Background: an optimization exercise with open tools, aiming at small area, a short achievable clock period and few clock cycles. Do not read the settings as production practice. Only simulation tests tie the RTL to the original design; equivalence was not proved.

==> flow/design.v (excerpt) <==
module mat_vec_sequencer #(
    parameter int FRAC_BITS = 16,
    parameter int DIM_W     = 8
) (
    input  logic             clk,
    input  logic             reset,
    input  logic             start,
    input  logic [DIM_W-1:0] m_dim,
    input  logic [DIM_W-1:0] n_dim,
    input  logic             transpose,
    output logic             mat_read,
    output logic [DIM_W-1:0] mat_m_addr,
    output logic [DIM_W-1:0] mat_n_addr,
    output logic             mat_tr,
    input  logic [31:0]      mat_data,
    output logic [DIM_W-1:0] vec_addr,
    input  logic [31:0]      vec_data,
    output logic             y_valid,
    input  logic             y_ready,
    output logic [DIM_W-1:0] y_addr,
    output logic [31:0]      y_data,
    output logic             busy,
    output logic             done
);
    logic             busy_q, done_q, rd_q, yv_q, ep, rp;
    logic [DIM_W-1:0] r, c, r_last, c_last, ya;
    logic             tr;
    logic             v1, f1, l1, e1;    
  ...
Size: about 2,900 cells after synthesis, ~300 flip-flops, roughly 150 I/O pins, roughly 28,000 sq um of cells after synthesis.
clock: 12.0 ns
lec_check: 0
abc_area: 1
cap_margin: 20
core_margin: 2
core_utilization: 40
slew_margin: 20
tns_end_percent: 5
standard.sh (not shown) runs the stock make flow with config.mk's settings and CLKGATE_MAP_FILE= SYNTH_SCRIPT=/design/flow/synth_recipe.tcl, a recipe that flattens the netlist after the stock synthesis.
==> flow/flow/run.sh <==
#!/bin/bash
# The standard layout (standard.sh) with these changes:
# - Yosys's generic abc pass before full-adder extraction is skipped (-noabc), so extract_fa
#   sees the adder trees as written and does not put inverters between full adders;
# - port buffers are buf_2 rather than the delay buffer buffer_ports picks by itself;
# - clock tree: larger sink clusters and no dummy loads.
# Registers are untouched by all of them.
bash standard.sh SYNTH_ARGS=-noabc SETUP_SLACK_MARGIN=${MARGIN:-8.5} \
  "BUFFER_PORTS_ARGS=-buffer_cell sky130_fd_sc_hd__buf_2" \
  "CTS_ARGS=-sink_clustering_enable -repair_clock_nets -dont_use_dummy_load -sink_clustering_size 27 -sink_clustering_max_diameter 135" \
  finish > standard.log 2>&1
Testbench counts at the start, summed over its fixed seeds: cycles 39,365.
Edit:
--- a/flow/flow/run.sh
+++ b/flow/flow/run.sh
@@ -6,6 +6,6 @@
 # - clock tree: larger sink clusters and no dummy loads.
 # Registers are untouched by all of them.
-bash standard.sh SYNTH_ARGS=-noabc SETUP_SLACK_MARGIN=${MARGIN:-8.5} \
+bash standard.sh SYNTH_ARGS=-noabc SETUP_SLACK_MARGIN=${MARGIN:-8.3} \
   "BUFFER_PORTS_ARGS=-buffer_cell sky130_fd_sc_hd__buf_2" \
-  "CTS_ARGS=-sink_clustering_enable -repair_clock_nets -dont_use_dummy_load -sink_clustering_size 27 -sink_clustering_max_diameter 135" \
+  "CTS_ARGS=-sink_clustering_enable -repair_clock_nets -dont_use_dummy_load -sink_clustering_size 24 -sink_clustering_max_diameter 120" \
   finish > standard.log 2>&1
--- a/flow/config.mk
+++ b/flow/config.mk
@@ -11,3 +11,3 @@
 export CORE_UTILIZATION = 40
 export SLEW_MARGIN = 20
-export TNS_END_PERCENT = 5
+export TNS_END_PERCENT = 0
Worst setup slack gets worse by 0.18 ns.
Global-route usage rises by 0.52 points.
First-iteration DRC count falls by 3.1%.
Non-clock buffer count falls by 17.

Another version of the RTL of mat_vec_sequencer (not shown whole).
For scale: ~4700 cells after synthesis, roughly 220 flip-flops, ~150 I/O pins.
export LEC_CHECK = 0
export CAP_MARGIN = 20
export CORE_MARGIN = 2
export CORE_UTILIZATION = 40
export SLEW_MARGIN = 20
create_clock -name core_clock -period 12.0 [get_ports {clk}]
run.sh (not shown) runs the stock make flow with config.mk's settings and CLKGATE_MAP_FILE= SYNTH_SCRIPT=/design/flow/synth_recipe.tcl, a recipe that flattens the netlist after the stock synthesis.
Stock flow here: none of the scripts above is used.
Testbench counts at the start, summed over its fixed seeds: cycles 39,365.
Next try:
--- a/flow/config.mk
+++ b/flow/config.mk
@@ -7,2 +7,3 @@
 export LEC_CHECK = 0
+export ABC_CLOCK_PERIOD_IN_PS = 4000
 export CAP_MARGIN = 20
Die area is unchanged.
Synthesized cell count stays the same.
Wire length does not change.
Via count does not change.
Sequential cell count is unchanged.
Cell count stays the same.
Clock skew stays the same.
Maximum frequency stays the same.
Cell area does not change.
Sequential share of layout area does not change.

## run A
mat_vec_sequencer with an RTL version that a note above also has.
Size in the first run: ~300 flip-flops, about 28000 um^2 of cells after synthesis.
export LEC_CHECK = 0
export ABC_AREA = 1
export CAP_MARGIN = 20
export CORE_MARGIN = 2
export CORE_UTILIZATION = 40
export SLEW_MARGIN = 20
export TNS_END_PERCENT = 5
create_clock -name core_clock -period 12.0 [get_ports {clk}]
standard.sh (not shown) runs the stock make flow with config.mk's settings and CLKGATE_MAP_FILE= SYNTH_SCRIPT=/design/flow/synth_recipe.tcl, a recipe that flattens the netlist after the stock synthesis.
==> flow/flow/run.sh <==
#!/bin/bash
# The standard layout (standard.sh) with these changes:
# - Yosys's generic abc pass before full-adder extraction is skipped (-noabc), so extract_fa
#   sees the adder trees as written and does not put inverters between full adders;
# - port buffers are buf_2 rather than the delay buffer buffer_ports picks by itself;
# - clock tree: larger sink clusters and no dummy loads.
# Registers are untouched by all of them.
bash standard.sh SYNTH_ARGS=-noabc SETUP_SLACK_MARGIN=${MARGIN:-8.5} \
  "BUFFER_PORTS_ARGS=-buffer_cell sky130_fd_sc_hd__buf_2" \
  "CTS_ARGS=-sink_clustering_enable -repair_clock_nets -dont_use_dummy_load -sink_clustering_size 24 -sink_clustering_max_diameter 120" \
  finish > standard.log 2>&1
Testbench counts of run A, summed over its fixed seeds: cycles 39,365.
[inputs] run B vs run A
- a change of TNS_END_PERCENT from 5 to 0
==> flow/flow/run.sh <==
#!/bin/bash
# The standard layout (standard.sh) with these changes:
# - Yosys's generic abc pass before full-adder extraction is skipped (-noabc), so extract_fa
#   sees the adder trees as written and does not put inverters between full adders;
# - port buffers are buf_2 rather than the delay buffer buffer_ports picks by itself;
# - clock tree: larger sink clusters and no dummy loads.
# Registers are untouched by all of them.
bash standard.sh SYNTH_ARGS=-noabc SETUP_SLACK_MARGIN=${MARGIN:-9.2} \
  "BUFFER_PORTS_ARGS=-buffer_cell sky130_fd_sc_hd__buf_2" \
  "CTS_ARGS=-sink_clustering_enable -repair_clock_nets -dont_use_dummy_load -sink_clustering_size 24 -sink_clustering_max_diameter 120" \
  finish > standard.log 2>&1
==> run notes <==
Run B against run A: utilization now sits lower, number of instances in the placed design now sits at about the same level, met2 track demand over resource now sits higher, met3 track demand over resource now sits higher.
Setup changes, run B to run C
==> flow/flow/run.sh <==
#!/bin/bash
# The standard layout (standard.sh) with these changes:
# - Yosys's generic abc pass before full-adder extraction is skipped (-noabc), so extract_fa
#   sees the adder trees as written and does not put inverters between full adders;
# - port buffers are buf_2 rather than the delay buffer buffer_ports picks by itself;
# - clock tree: larger sink clusters and no dummy loads.
# Registers are untouched by all of them.
bash standard.sh SYNTH_ARGS=-noabc SETUP_SLACK_MARGIN=${MARGIN:-8.8} \
  "BUFFER_PORTS_ARGS=-buffer_cell sky130_fd_sc_hd__buf_2" \
  "CTS_ARGS=-sink_clustering_enable -repair_clock_nets -dont_use_dummy_load -sink_clustering_size 24 -sink_clustering_max_diameter 120" \
  finish > standard.log 2>&1
Diff run C..run B | HPWL after detailed placement | unchanged. Diff run C..run B | die area | negligible. Compared with run B, in run C clock buffer and inverter area fraction after layout ~0 delta, number of well-tap cells placed essentially unchanged, total setup buffers inserted after CTS shows no meaningful change, layout-stage area growth over the synthesis result stayed essentially flat, data arrival time of the critical path has remained practically unchanged.

## branch onyx
mat_vec_sequencer, a different RTL version from the one above (not shown whole).
Size in the first run: ~3000 cells after synthesis, about 300 flip-flops, about 150 I/O pins, ~28000 um^2 of cells after synthesis.
export LEC_CHECK = 0
export ABC_AREA = 1
export CAP_MARGIN = 0
export CORE_MARGIN = 2
export CORE_UTILIZATION = 40
export SLEW_MARGIN = 0
export TNS_END_PERCENT = 0
create_clock -name core_clock -period 12.0 [get_ports {clk}]
==> flow/flow/run.sh <==
#!/bin/bash
# The standard layout (standard.sh) with these changes:
# - Yosys's generic abc pass before full-adder extraction is skipped (-noabc), so extract_fa
#   sees the adder trees as written and does not put inverters between full adders;
# - port buffers are buf_2 rather than the delay buffer buffer_ports picks by itself;
# - clock tree: larger sink clusters and no dummy loads.
# Registers are untouched by all of them.
bash standard.sh SYNTH_ARGS=-noabc SETUP_SLACK_MARGIN=${MARGIN:-8.8} \
  "BUFFER_PORTS_ARGS=-buffer_cell sky130_fd_sc_hd__buf_2" \
  "CTS_ARGS=-sink_clustering_enable -repair_clock_nets -dont_use_dummy_load -sink_clustering_size 24 -sink_clustering_max_diameter 120" \
  CAP_MARGIN=0 SLEW_MARGIN=0 finish > standard.log 2>&1
branch onyx has completed all stages; timing, DRC and antenna checks passed.
Testbench counts of branch onyx, summed over its fixed seeds: cycles 39,365.
Input changes introduced in branch pepper (baseline for comparison: branch onyx):
Settings: CAP_MARGIN changed from 0 to 20; SLEW_MARGIN changed from 0 to 20.
==> flow/flow/run.sh <==
#!/bin/bash
# The standard layout (standard.sh) with these changes:
# - synthesis: flow/synth.tcl, which is synth_recipe.tcl with Yosys's generic abc pass before
#   full-adder extraction skipped (-noabc, so extract_fa sees the adder trees as written and
#   puts no inverters between full adders) and an area-oriented final mapping
#   (flow/abc_area.script); registers are untouched;
# - port buffers are buf_2 rather than the delay buffer buffer_ports picks by itself;
# - clock tree: larger sink clusters and no dummy loads.
export FLOW_FLOW_ABC_SCRIPT=$PWD/flow/abc_area.script
bash standard.sh SYNTH_SCRIPT=$PWD/flow/synth.tcl SYNTH_ARGS=-noabc SETUP_SLACK_MARGIN=${MARGIN:-8.8} \
  "BUFFER_PORTS_ARGS=-buffer_cell sky130_fd_sc_hd__buf_2" \
  "CTS_ARGS=-sink_clustering_enable -repair_clock_nets -dont_use_dummy_load -sink_clustering_size 24 -sink_clustering_max_diameter 120" \
  finish > standard.log 2>&1
==> flow/flow/abc_area.script (new file) <==
strash
dch
map -a
topo
stime -c
==> flow/flow/synth.tcl (new file) <==
proc synth {args} { yosys synth -nofsm -noshare {*}$args }
proc abc {args} {
  set i [lsearch $args -script]
  if {$i >= 0} { lset args [expr {$i + 1}] $::env(FLOW_FLOW_ABC_SCRIPT) }
  yosys abc {*}$args
}
source $::env(SCRIPTS_DIR)/synth.tcl
# left out here: clear keep_hierarchy, flatten, clean up, hide names made inside functions, write 1_2_yosys.v
Results
When the final numbers for branch pepper and branch onyx were put side by side, the hold slack turned out to be smaller in branch onyx. branch pepper can be clocked slower than branch onyx. Tap cell instance count in branch pepper vs branch onyx: down 85. Compared with branch onyx, branch pepper shows a higher synthesis-to-finish area growth. Lower worst setup margin goes to branch pepper over branch onyx. The run showing the greater average routed wire per standard cell is branch pepper.

==> what the ideal ports hide <==
In the flow no input, the clock included, has a driving cell. The finished layouts below were timed again as built, in two steps. Step 1, drivers: a clkbuf_16 drives clk and a buf_2 each remaining input, both assumed. Step 2 moves the port delays by t, midway between the first and last clock arrival at a register: inputs arrive t later, outputs are due t later. That takes back most of the time a late clock gives input paths. a / b / c = ideal ports / drivers / drivers and shift; a / b = the first two.
run	shift t [ns]	setup WS [ns]	worst setup path at the end	worst register clock-pin slew, ns
the first run of note 1	0.590	8.402 / 8.340 / 7.975	input to register	0.10 / 0.10
the second run of note 1	0.593	8.220 / 8.220 / 8.010	input to register	0.11 / 0.11
the first run of note 2	0.702	6.010 / 6.010 / 6.010	register to register	0.07 / 0.07
the second run of note 2	0.702	6.010 / 6.010 / 6.010	register to register	0.07 / 0.07
run A	0.593	8.408 / 8.340 / 7.965	input to register	0.10 / 0.10
run B	0.591	8.384 / 8.315 / 7.975	input to register	0.10 / 0.10
run C	0.591	8.384 / 8.315 / 7.975	input to register	0.10 / 0.10
branch onyx	0.591	8.417 / 8.352 / 8.017	input to register	0.10 / 0.10
branch pepper	0.585	8.079 / 8.079 / 8.079	register to register	0.10 / 0.10
After both steps setup and hold are still met in every run listed. For run A, which loses most, drivers alone change the setup slack by -0.068 ns; drivers and shift together by -0.443 ns.
